Background: an optimization exercise with open tools, aiming at small area. Do not read the settings as production practice.
RTL that was checked went through simulation tests only; none was proved equivalent to the original.
Power figures rest on the tool's default switching activity, not on a simulated workload.

==> inputs of xenon <==
// response_park
module response_park (
  input  logic                          clk,
  input  logic                          rst,
  input  logic                          in_valid,
  input  logic [$clog2(16)-1:0] in_uid,
  input  logic [8+2+64-1:0] in_payload,
  output logic                          in_ready,
  input  logic                          alloc_req,
  input  logic [$clog2(16)-1:0] alloc_uid,
  output logic                          alloc_gnt,
  output logic [8+2+64-1:0] out_payload,
  input  logic                          free_req,
  input  logic [$clog2(16)-1:0] free_uid,
  output logic                          free_ack,
  output logic                          full
);
  logic enq_accept;
  logic free_accept;
  slot_table u_slot_table (
    .clk         (clk),
    .rst         (rst),
    .in_valid    (in_valid),
    .in_uid      (in_uid),
    .in_payload  (in_payload),
    .in_ready    (in_ready),
    .full        (full),
    .alloc_req   (alloc_req),
    .alloc_uid   (alloc_uid),
    .alloc_gnt   (alloc_gnt),
    .out_payload (out_payload),
    .free_req    (free_req),
    .free_uid    (free_uid),
    .free_ack    (free_ack),
    .enq_accept  (enq_accept),
    .free_accept (free_accept)
  );
  occupancy_tracker u_occupancy_tracker (
    .clk         (clk),
    .rst         (rst),
    .enq_accept  (enq_accept),
    .free_accept (free_accept),
    .full        (full)
  );
endmodule
==> module slot_table, before the edit <==
module slot_table (
  input  logic                         clk,
  input  logic                         rst,
  input  logic                         in_valid,
  input  response_park_pkg::uid_t      in_uid,
  input  response_park_pkg::park_resp_t in_payload,
  output logic                         in_ready,
  input  logic                         full,
  input  logic                         alloc_req,
  input  response_park_pkg::uid_t      alloc_uid,
  output logic                         alloc_gnt,
  output response_park_pkg::park_resp_t out_payload,
  input  logic                         free_req,
  input  response_park_pkg::uid_t      free_uid,
  output logic                         free_ack,
  output logic                         enq_accept,
  output logic                         free_accept
);
  logic [16-1:0] occupied_q;
  logic [16-1:0] occupied_d;
  logic [16-1:0] reserved_q;
  logic [16-1:0] reserved_d;
  logic [8+2+64-1:0] payload_mem [0:16-1];
  logic alloc_hit;
  assign in_ready = ~full & ~occupied_q[in_uid];
  assign enq_accept = in_valid & in_ready;
  assign alloc_hit = alloc_req & occupied_q[alloc_uid] & ~reserved_q[alloc_uid];
  assign free_accept = free_req & occupied_q[free_uid];
  always_comb begin
    occupied_d = occupied_q;
    reserved_d = reserved_q;
    if (enq_accept) begin
      occupied_d[in_uid] = 1'b1;
      reserved_d[in_uid] = 1'b0;
    end
    if (alloc_hit) begin
      reserved_d[alloc_uid] = 1'b1;
    end
    if (free_accept) begin
      occupied_d[free_uid] = 1'b0;
      reserved_d[free_uid] = 1'b0;
    end
  end
  always_ff @(posedge clk) begin
    if (rst) begin
      occupied_q <= '0;
      reserved_q <= '0;
      alloc_gnt  <= 1'b0;
      free_ack   <= 1'b0;
    end else begin
      occupied_q <= occupied_d;
      reserved_q <= reserved_d;
      alloc_gnt  <= alloc_hit;
      free_ack   <= free_accept;
    end
  end
  always_ff @(posedge clk) begin
    if (enq_accept) begin
      payload_mem[in_uid] <= in_payload;
    end
  end
  always_ff @(posedge clk) begin
    if (alloc_hit) begin
      out_payload <= payload_mem[alloc_uid];
    end
  end
endmodule
==> module occupancy_tracker, before the edit <==
module occupancy_tracker (
  input  logic clk,
  input  logic rst,
  input  logic enq_accept,
  input  logic free_accept,
  output logic full
);
  response_park_pkg::count_t count_q;
  always_ff @(posedge clk) begin
    if (rst) begin
      count_q <= '0;
    end else begin
      case ({enq_accept, free_accept})
        2'b10:   count_q <= count_q + response_park_pkg::count_t'(1);
        2'b01:   count_q <= count_q - response_park_pkg::count_t'(1);
        default: count_q <= count_q;
      endcase
    end
  end
  assign full = (count_q == response_park_pkg::park_full_level);
endmodule
==> module response_park, before the edit <==
module response_park (
  input  logic                          clk,
  input  logic                          rst,
  input  logic                          in_valid,
  input  logic [$clog2(16)-1:0] in_uid,
  input  logic [8+2+64-1:0] in_payload,
  output logic                          in_ready,
  input  logic                          alloc_req,
  input  logic [$clog2(16)-1:0] alloc_uid,
  output logic                          alloc_gnt,
  output logic [8+2+64-1:0] out_payload,
  input  logic                          free_req,
  input  logic [$clog2(16)-1:0] free_uid,
  output logic                          free_ack,
  output logic                          full
);
  logic enq_accept;
  logic free_accept;
  slot_table u_slot_table (
    .clk         (clk),
    .rst         (rst),
    .in_valid    (in_valid),
    .in_uid      (in_uid),
    .in_payload  (in_payload),
    .in_ready    (in_ready),
    .full        (full),
    .alloc_req   (alloc_req),
    .alloc_uid   (alloc_uid),
    .alloc_gnt   (alloc_gnt),
    .out_payload (out_payload),
    .free_req    (free_req),
    .free_uid    (free_uid),
    .free_ack    (free_ack),
    .enq_accept  (enq_accept),
    .free_accept (free_accept)
  );
  occupancy_tracker u_occupancy_tracker (
    .clk         (clk),
    .rst         (rst),
    .enq_accept  (enq_accept),
    .free_accept (free_accept),
    .full        (full)
  );
endmodule
clock: 5.0 ns
lec_check: 0
cap_margin: 20
core_margin: 2
core_utilization: 40
setup_slack_margin: 0.15
slew_margin: 20
run.sh (not shown) runs the stock make flow with config.mk's settings and CLKGATE_MAP_FILE= SYNTH_SCRIPT=/design/flow/synth_recipe.tcl, a recipe that flattens the netlist after the stock synthesis.
==> inputs of willow, as changes to xenon <==
==> flow/design.v (replaced) <==
package response_park_pkg;
  typedef logic [$clog2(16)-1:0] uid_t;
  typedef logic [64-1:0] data_t;
  typedef logic [2-1:0] resp_t;
  typedef logic [8-1:0] oid_t;
  typedef logic [$clog2(16):0] count_t;
  typedef struct packed {
    oid_t  oid;
    resp_t resp;
    data_t data;
  } park_resp_t;
  localparam count_t park_full_level = count_t'(16 - 1);
endpackage
`timescale 1ns/1ps
module slot_table #(
  parameter int DEPTH = 16,
  parameter int W     = 74
) (
  input  logic             clk,
  input  logic [DEPTH-1:0] we,        
  input  logic [DEPTH-1:0] hold,      
  input  logic [W-1:0]     wdata,
  input  logic [DEPTH-1:0] rsel_n,    
  output logic [W-1:0]     rdata
);
  logic [W:0] mem [DEPTH];
  logic [W:0] din;
  logic [W:0] rraw;
  assign din = {1'b0, wdata};
  always_ff @(posedge clk) begin
    for (int s = 0; s < DEPTH; s++) begin
      mem[s] <= ~((mem[s] | {(W+1){we[s]}}) & (din | {(W+1){hold[s]}}));
    end
  end
  always_comb begin
    rraw = '1;
    for (int s = 0; s < DEPTH; s++) begin
      rraw = rraw & (mem[s] | {(W+1){rsel_n[s]}});
    end
  end
  assign rdata = rraw[W-1:0] ^ {W{rraw[W]}};
endmodule
`timescale 1ns/1ps
module occupancy_tracker (
  input  logic [15:0] occupied,
  output logic        full
);
  logic [7:0] z1, m1;
  logic [3:0] z2, m2;
  logic [1:0] z3, m3;
  always_comb begin
    for (int i = 0; i < 8; i++) begin
      z1[i] = ~occupied[2*i] | ~occupied[2*i+1];
      m1[i] = ~occupied[2*i] & ~occupied[2*i+1];
    end
    for (int i = 0; i < 4; i++) begin
      z2[i] = z1[2*i] | z1[2*i+1];
      m2[i] = m1[2*i] | m1[2*i+1] | (z1[2*i] & z1[2*i+1]);
    end
    for (int i = 0; i < 2; i++) begin
      z3[i] = z2[2*i] | z2[2*i+1];
      m3[i] = m2[2*i] | m2[2*i+1] | (z2[2*i] & z2[2*i+1]);
    end
  end
  assign full = (z3[0] | z3[1]) & ~(m3[0] | m3[1] | (z3[0] & z3[1]));
endmodule
`timescale 1ns/1ps
module response_park (
  input  logic                          clk,
  input  logic                          rst,
  input  logic                          in_valid,
  input  logic [$clog2(16)-1:0] in_uid,
  input  logic [8+2+64-1:0] in_payload,
  output logic                          in_ready,
  input  logic                          alloc_req,
  input  logic [$clog2(16)-1:0] alloc_uid,
  output logic                          alloc_gnt,
  output logic [8+2+64-1:0] out_payload,
  input  logic                          free_req,
  input  logic [$clog2(16)-1:0] free_uid,
  output logic                          free_ack,
  output logic                          full
);
  localparam int DEPTH = 16;
  localparam int W     = 8 + 2 + 64;
  logic [DEPTH-1:0] occupied_q, reserved_q;
  logic [DEPTH-1:0] occupied_d, reserved_d;
  logic [DEPTH-1:0] rsel_n;
  logic [DEPTH-1:0] we;
  logic enq_accept, alloc_hit, free_accept;
  occupancy_tracker u_occupancy_tracker (
    .occupied (occupied_q),
    .full     (full)
  );
  assign in_ready    = ~full & ~occupied_q[in_uid];
  assign enq_accept  = in_valid & in_ready;
  assign alloc_hit   = alloc_req & occupied_q[alloc_uid] & ~reserved_q[alloc_uid];
  assign free_accept = free_req & occupied_q[free_uid];
  always_comb begin
    occupied_d = occupied_q;
    reserved_d = reserved_q;
    if (enq_accept) begin
      occupied_d[in_uid] = 1'b1;
      reserved_d[in_uid] = 1'b0;
    end
    if (alloc_hit) begin
      reserved_d[alloc_uid] = 1'b1;
    end
    if (free_accept) begin
      occupied_d[free_uid] = 1'b0;
      reserved_d[free_uid] = 1'b0;
    end
  end
  always_ff @(posedge clk) begin
    if (rst) begin
      occupied_q <= '0;
      reserved_q <= '0;
      alloc_gnt  <= 1'b0;
      free_ack   <= 1'b0;
    end else begin
      occupied_q <= occupied_d;
      reserved_q <= reserved_d;
      alloc_gnt  <= alloc_hit;
      free_ack   <= free_accept;
    end
  end
  logic [$clog2(DEPTH)-1:0] ruid_q;
  always_ff @(posedge clk) begin
    ruid_q <= alloc_uid;
  end
  always_comb begin
    for (int s = 0; s < DEPTH; s++) rsel_n[s] = (ruid_q != s);
  end
  always_comb begin
    for (int s = 0; s < DEPTH; s++) we[s] = enq_accept & (in_uid == s);
  end
  slot_table #(.DEPTH(DEPTH), .W(W)) u_slot_table (
    .clk   (clk),
    .we    (we),
    .hold  (~we),
    .wdata (in_payload),
    .rsel_n (rsel_n),
    .rdata (out_payload)
  );
endmodule
- SYNTH_HIERARCHICAL: not set -> 1
==> key figures <==
GRT
  – Met3 Usage GRT: 0.0433
  – First-pass GRT wire length: 163000 um

Layout
  – # nets final: 2411
  – Number of flip-flops in the largest register: 1184
  – Non-CTS buffers: 232

Timing
  – Post-route setup slack: 611 ps
  – Worst Tran Pin Value: 1110 ps

CTS
  – Worst-Skew Late Latency: 730 ps

Pwr
  – Net Sw Power: 4840 uW
  – Internal power: 18400 uW

Place
  – Post-DP HPWL: 64600 um
  – # placed instances: 3793

Worst setup path
  – CP max FO: 4
  – CP Cell Sequence: clkdlybuf4s50_1 -> mux4_2 -> a22oi_1 -> nor4b_1 -> clkdlybuf4s50_1

Status
  – Outcome: no timing/DRC/antenna violations

Routing
  – Post-DR vias/cell: 5.60
  – Final wirelength: 111000 um

Floorplan
  – Height of the die: 355 um

Synthesis
  – Synth Area in Simple Gates: 0.0132
-- figures above: xenon

==> key figures <==
Status
  – Outcome: no timing/DRC/antenna violations

Layout
  – # nets final: 4306
  – Number of flip-flops in the largest register: 1200

Floorplan
  – Height of the die: 330 um

GRT
  – First-pass GRT wire length: 229000 um

Routing
  – Final wirelength: 156000 um
  – Post-DR vias/cell: 6.61

Place
  – # placed instances: 5468

Pwr
  – Net Sw Power: 7310 uW

Worst setup path
  – CP max FO: 19
-- figures above: willow

Only the layout flow was run in willow; the RTL was not checked for function there.

==> afterwards: timing with drivers on the ports <==
The results above use ideal ports. As a check the final layouts listed here were re-extracted and re-timed, cells and wires unchanged. Step 1 assumes that a clkbuf_16 drives the clock port and a buf_2 every other input. Step 2 moves the port delays by t, midway between the first and last clock arrival at a register: inputs arrive t later, outputs are due t later. That takes back most of the time a late clock gives input paths. Slacks: ideal ports / drivers / drivers and shift; pairs: ideal ports / drivers.
run	shift t [ns]	setup WS [ns]	hold slack, ns	clock arrival spread, ns
xenon	0.788	0.611 / 0.575 / 0.252	0.488 / 0.488 / 0.488	0.034 / 0.034
willow	0.782	0.285 / 0.208 / 0.439	0.449 / 0.449 / 0.449	0.035 / 0.036
After both steps setup and hold are still met in every run listed. The setup slack of xenon, which loses most, moves by -0.036 ns with the drivers and by -0.359 ns with both steps.
